Context: an optimization exercise on an open-source flow, tuned for small area and a short achievable clock period. The choices shown serve that exercise and are no tape-out recipe. Power and IR drop assume default switching activity.

==> 05-12: inputs <==
## vector_sequencer
module vector_sequencer (
  input  logic                                   clk_i,
  input  logic                                   rst_ni,
  input  seq_pkg::seq_req_t                      seq_req_i,
  input  logic                                   seq_req_valid_i,
  output logic                                   seq_req_ready_o,
  output seq_pkg::seq_resp_t                     seq_resp_o,
  output logic                                   seq_resp_valid_o,
  output seq_pkg::pe_req_t                       pe_req_o,
  output logic                                   pe_req_valid_o,
  input  logic                                   pe_req_ready_i,
  input  logic [seq_pkg::NrUnits-1:0][seq_pkg::NrVInsn-1:0] pe_done_i,
  input  logic                                   addrgen_ack_i,
  input  logic                                   addrgen_error_i,
  input  logic [15:0]                            addrgen_error_vl_i,
  input  logic [31:0]                            scalar_resp_i,
  input  logic                                   scalar_resp_valid_i,
  output logic                                   scalar_resp_ready_o,
  output logic                                   seq_idle_o,
  output seq_pkg::vmask_t                        running_o,
  output logic [seq_pkg::NrVInsn-1:0][seq_pkg::NrVInsn-1:0] global_hazard_table_o
);
clock: 9.0 ns
lec_check: 0
cap_margin: 20
core_margin: 2
core_utilization: 40
cts_buf_list: sky130_fd_sc_hd__clkbuf_4
setup_slack_margin: 4.2
slew_margin: 20
synth_hierarchical: 1
standard.sh (not shown) runs the stock make flow with config.mk's settings and CLKGATE_MAP_FILE= SYNTH_SCRIPT=/design/flow/synth_recipe.tcl, a recipe that flattens the netlist after the stock synthesis.
==> flow/flow/run.sh <==
#!/bin/bash
# Standard ORFS layout, with plain buffers on the ports instead of the
# delay buffers buffer_ports picks by default.
set -euo pipefail
export BUFFER_PORTS_ARGS="-buffer_cell sky130_fd_sc_hd__buf_1"
bash standard.sh finish > flow_standard.log 2>&1
==> 09-11 (differences from 05-12) <==
--- a/flow/design.v
+++ b/flow/design.v
@@ -80,55 +80,12 @@
     logic [31:0] resp;
     logic        error;
     logic [15:0] error_vl;
   } seq_resp_t;
 endpackage
 `timescale 1ns/1ps
-module seq_vd_nmatch (
-  input  logic [4:0] reg_i,
-  input  logic [4:0] vd_i,
-  input  logic       live_i,
-  output logic       nmatch_o
-);
-  assign nmatch_o = ~(live_i & (reg_i == vd_i));
-endmodule
-module seq_vd_nzero (
-  input  logic [4:0] vd_i,
-  input  logic       live_i,
-  output logic       nmatch_o
-);
-  assign nmatch_o = ~(live_i & (vd_i == 5'd0));
-endmodule
-module seq_any4 (
-  input  logic [3:0] nmatch_i,
-  output logic       any_o
-);
-  assign any_o = ~&nmatch_i;
-endmodule
-module seq_any7 (
-  input  logic [6:0] any_i,
-  output logic       any_o
-);
-  assign any_o = |any_i;
-endmodule
-module seq_ready (
-  input  logic idle_i,       
-  input  logic valid_i,      
-  input  logic stalled_i,    
-  input  logic accept_i,     
-  input  logic no_src_i,     
-  input  logic hit_i,        
-  input  logic answer_i,     
-  output logic ready_o
-);
-  always_comb begin
-    if (idle_i) ready_o = valid_i ? (~stalled_i & accept_i & ~(no_src_i & hit_i)) : ~stalled_i;
-    else        ready_o = answer_i;
-  end
-endmodule
-`timescale 1ns/1ps
 import seq_pkg::*;
 module vector_sequencer (
   input  logic                                   clk_i,
   input  logic                                   rst_ni,
   input  seq_pkg::seq_req_t                      seq_req_i,
   input  logic                                   seq_req_valid_i,
@@ -207,36 +164,22 @@
   assign running_o  = running_q;
   assign seq_idle_o = ~|running_q;
   logic [7:0][4:0] rvd_q, rs1_q, rs2_q;
   logic [7:0]      wf_q, f1_q, f2_q, fm_q;
   logic [7:0]      haz_waw, haz_war, haz_r1, haz_r2, haz_rm;
   logic [7:0]      clr_w, clr_1, clr_2, clr_m;
-  logic [7:0] nm_w, nm_1, nm_2;
-  logic       nm_z, vd_hit;
-  logic [6:0] any_grp;
-  logic [23:0] nm_all;
-  for (genvar j = 0; j < 8; j++) begin : gen_vd_cmp
-    seq_vd_nmatch u_w (.reg_i(rvd_q[j]), .vd_i(vd), .live_i(running_q[j] & wf_q[j]), .nmatch_o(nm_w[j]));
-    seq_vd_nmatch u_1 (.reg_i(rs1_q[j]), .vd_i(vd), .live_i(running_q[j] & f1_q[j]), .nmatch_o(nm_1[j]));
-    seq_vd_nmatch u_2 (.reg_i(rs2_q[j]), .vd_i(vd), .live_i(running_q[j] & f2_q[j]), .nmatch_o(nm_2[j]));
-  end
-  seq_vd_nzero u_z (.vd_i(vd), .live_i(|(running_q & fm_q)), .nmatch_o(nm_z));
-  assign nm_all = {nm_2, nm_1, nm_w};
-  for (genvar g = 0; g < 6; g++) begin : gen_any
-    seq_any4 u_any (.nmatch_i(nm_all[4*g +: 4]), .any_o(any_grp[g]));
-  end
-  assign any_grp[6] = ~nm_z;
-  seq_any7 u_hit (.any_i(any_grp), .any_o(vd_hit));
   always_comb begin
     for (int j = 0; j < 8; j++) begin
-      haz_waw[j] = ~nm_w[j];
-      haz_war[j] = ~nm_1[j] | ~nm_2[j] | (running_q[j] & fm_q[j] & (vd == 5'd0));
+      haz_waw[j] = running_q[j] & wf_q[j] & (rvd_q[j] == vd);
+      haz_war[j] = running_q[j] & ((f1_q[j] & (rs1_q[j] == vd)) |
+                                   (f2_q[j] & (rs2_q[j] == vd)) |
+                                   (fm_q[j] & (vd == 5'd0)));
       haz_r1[j]  = running_q[j] & wf_q[j] & (rvd_q[j] == vs1);
       haz_r2[j]  = running_q[j] & wf_q[j] & (rvd_q[j] == vs2);
       haz_rm[j]  = running_q[j] & wf_q[j] & (rvd_q[j] == 5'd0);
-      clr_w[j] = use_vd & ~nm_w[j];
+      clr_w[j] = use_vd & (rvd_q[j] == vd);
       clr_1[j] = (rd1 & (rs1_q[j] == vs1)) | (rd2 & (rs1_q[j] == vs2)) |
                  (rdm & (rs1_q[j] == 5'd0));
       clr_2[j] = (rd1 & (rs2_q[j] == vs1)) | (rd2 & (rs2_q[j] == vs2)) |
                  (rdm & (rs2_q[j] == 5'd0));
       clr_m[j] = rdm | (rd1 & (vs1 == 5'd0)) | (rd2 & (vs2 == 5'd0));
     end
@@ -278,66 +221,54 @@
           else         tbl_q[i][j] <= (issue_oh[i] ? haz_all[j] : tbl_q[i][j]) & ~done_any[j];
         end
       end
     end
   end
   assign global_hazard_table_o = tbl_q;
-  logic [3:0] occ0_q, occ1_q;
-  logic [1:0] occ2_q, occ3_q, occ4_q;
+  logic [2:0] cnt0_q, cnt1_q;
+  logic [1:0] cnt2_q, cnt3_q, cnt4_q;
   logic [4:0] up, down, room;
   always_comb begin
     for (int u = 0; u < 5; u++) begin
       up[u]   = issue & (unit == 3'(u));
       down[u] = |pe_done_i[u];
     end
   end
   always_ff @(posedge clk_i or negedge rst_ni) begin
     if (!rst_ni) begin
-      occ0_q <= '0;
-      occ1_q <= '0;
-      occ2_q <= '0;
-      occ3_q <= '0;
-      occ4_q <= '0;
+      cnt0_q <= '0;
+      cnt1_q <= '0;
+      cnt2_q <= '0;
+      cnt3_q <= '0;
+      cnt4_q <= '0;
     end else begin
-      occ0_q <= up[0] ? (down[0] ? occ0_q : {occ0_q[2:0], 1'b1}) : (down[0] ? {1'b0, occ0_q[3:1]} : occ0_q);
-      occ1_q <= up[1] ? (down[1] ? occ1_q : {occ1_q[2:0], 1'b1}) : (down[1] ? {1'b0, occ1_q[3:1]} : occ1_q);
-      occ2_q <= up[2] ? (down[2] ? occ2_q : {occ2_q[0], 1'b1})   : (down[2] ? {1'b0, occ2_q[1]}   : occ2_q);
-      occ3_q <= up[3] ? (down[3] ? occ3_q : {occ3_q[0], 1'b1})   : (down[3] ? {1'b0, occ3_q[1]}   : occ3_q);
-      occ4_q <= up[4] ? (down[4] ? occ4_q : {occ4_q[0], 1'b1})   : (down[4] ? {1'b0, occ4_q[1]}   : occ4_q);
+      if (up[0] != down[0]) cnt0_q <= up[0] ? cnt0_q + 3'd1 : cnt0_q - 3'd1;
+      if (up[1] != down[1]) cnt1_q <= up[1] ? cnt1_q + 3'd1 : cnt1_q - 3'd1;
+      if (up[2] != down[2]) cnt2_q <= up[2] ? cnt2_q + 2'd1 : cnt2_q - 2'd1;
+      if (up[3] != down[3]) cnt3_q <= up[3] ? cnt3_q + 2'd1 : cnt3_q - 2'd1;
+      if (up[4] != down[4]) cnt4_q <= up[4] ? cnt4_q + 2'd1 : cnt4_q - 2'd1;
     end
   end
-  assign room = {~occ4_q[1], ~occ3_q[1], ~occ2_q[1], ~occ1_q[3], ~occ0_q[3]};
-  logic op_alu, op_mfpu, op_slide;
-  logic accept_room;
-  assign op_alu      = (op <= 4'd2) | (op >= 4'd10);
-  assign op_mfpu     = (op == 4'd3) | (op == 4'd4);
-  assign op_slide    = (op == 4'd7) | (op == 4'd8);
-  assign accept_room = (op_alu & room[0]) | (op_mfpu & room[1]) | (op_slide & room[4]);
+  assign room = {~cnt4_q[1], ~cnt3_q[1], ~cnt2_q[1], ~cnt1_q[2], ~cnt0_q[2]};
   logic wait_mem_q, wait_scal_q, idle_st, stalled, no_vec_src, blocked;
   logic is_mem, is_scal, pe_valid_q;
   assign idle_st    = ~wait_mem_q & ~wait_scal_q;
   assign stalled    = pe_valid_q & ~pe_req_ready_i;
   assign no_vec_src = ~rd1 & ~rd2 & ~rdm;
-  assign blocked    = no_vec_src & use_vd & vd_hit;
+  assign blocked    = no_vec_src & use_vd & |(haz_war | haz_waw);
   assign is_mem     = (op == 4'd5) | (op == 4'd6);
   assign is_scal    = (op == 4'd9);
   assign issue = idle_st & seq_req_valid_i & ~stalled & ~vid_full &
                  room[unit] & ~blocked;
   logic mem_done, scal_done;
   assign mem_done  = wait_mem_q & addrgen_ack_i;
   assign scal_done = wait_scal_q & scalar_resp_valid_i;
-  seq_ready u_ready (
-    .idle_i   (idle_st),
-    .valid_i  (seq_req_valid_i),
-    .stalled_i(stalled),
-    .accept_i (~vid_full & accept_room),
-    .no_src_i (no_vec_src & use_vd),
-    .hit_i    (vd_hit),
-    .answer_i (mem_done | scal_done),
-    .ready_o  (seq_req_ready_o)
-  );
+  always_comb begin
+    if (idle_st) seq_req_ready_o = seq_req_valid_i ? (issue & ~is_mem & ~is_scal) : ~stalled;
+    else         seq_req_ready_o = mem_done | scal_done;
+  end
   assign seq_resp_valid_o    = mem_done | scal_done;
   assign scalar_resp_ready_o = scal_done;
   assign seq_resp_o.resp     = wait_scal_q ? scalar_resp_i : 32'd0;
   assign seq_resp_o.error    = wait_mem_q & addrgen_error_i;
   assign seq_resp_o.error_vl = wait_mem_q ? addrgen_error_vl_i : 16'd0;
   always_ff @(posedge clk_i or negedge rst_ni) begin
CTS_BUF_LIST = sky130_fd_sc_hd__clkbuf_8   (was sky130_fd_sc_hd__clkbuf_4)
CTS_CLUSTER_DIAMETER = 50   (was default)
CTS_CLUSTER_SIZE = 20   (was default)
SETUP_SLACK_MARGIN = 3.6   (was 4.2)
SYNTH_HIERARCHICAL = default   (was 1)
==> 03-24 (differences from 05-12) <==
CTS_BUF_LIST = sky130_fd_sc_hd__clkbuf_16   (was sky130_fd_sc_hd__clkbuf_4)
CTS_CLUSTER_DIAMETER = 60   (was default)
CTS_CLUSTER_SIZE = 30   (was default)
==> run notes <==
quantity	03-24	05-12	09-11
Post-CTS setup buffers	57	62	21
Resized cells post-CTS	69	69	42
Post-layout worst setup margin	3.268 ns	3.294 ns	3.521 ns
Status	timing/DRC/antenna clean	timing/DRC/antenna clean	timing/DRC/antenna clean
Global-route wire length before repair	90.28 mm	90.73 mm	78.60 mm
Multi-input logic area	0.007551 mm2	0.007541 mm2	0.007532 mm2
Power dissipated in sequential cells	1.68 mW	1.68 mW	1.89 mW
Proportion of synthesized flip-flops having asynchronous set or reset	0.2673	0.2673	0.2625
Fmax	174.5 MHz	175.3 MHz	182.5 MHz
CTS buffer count	35	85	37
Part of the Yosys area used for sequential elements	0.5246	0.5246	0.5204
Gate power share	0.127	0.135	0.211
Final #Nets	2018	2075	1936
Die width	207.5 um	207.5 um	207.8 um
Gpl congestion	0.9397	0.9397	0.8466
No functional check of the RTL was part of any run of this note.

afterwards: timing with drivers on the ports:
The results above use ideal ports. As a check the final layouts listed here were re-extracted and re-timed, cells and wires unchanged. Step 1: set_driving_cell puts a clkbuf_16 on clk_i and a buf_2 on each other input, an assumption about the parent block. Step 2 times the ports against the registers' clock, not the clock port: input delays grow and output delays shrink by t, the midpoint of the rising clock arrivals with the driver on. a / b / c = ideal / step 1 / step 2; a / b = the first two.
run | t (ns) | slack for setup (ns) | worst hold slack (ns) | worst slew at a driven data input, ns
05-12 | 0.806 | 3.294 / 3.215 / 2.718 | 0.502 / 0.502 / 0.502 | 0.17
09-11 | 0.650 | 3.521 / 3.474 / 3.474 | 0.474 / 0.474 / 0.474 | 0.06
03-24 | 0.600 | 3.268 / 3.193 / 2.834 | 0.507 / 0.507 / 0.507 | 0.15
After both steps every run listed still meets setup and hold. The setup slack of 05-12, which loses most, moves by -0.079 ns with the drivers and by -0.576 ns with both steps.
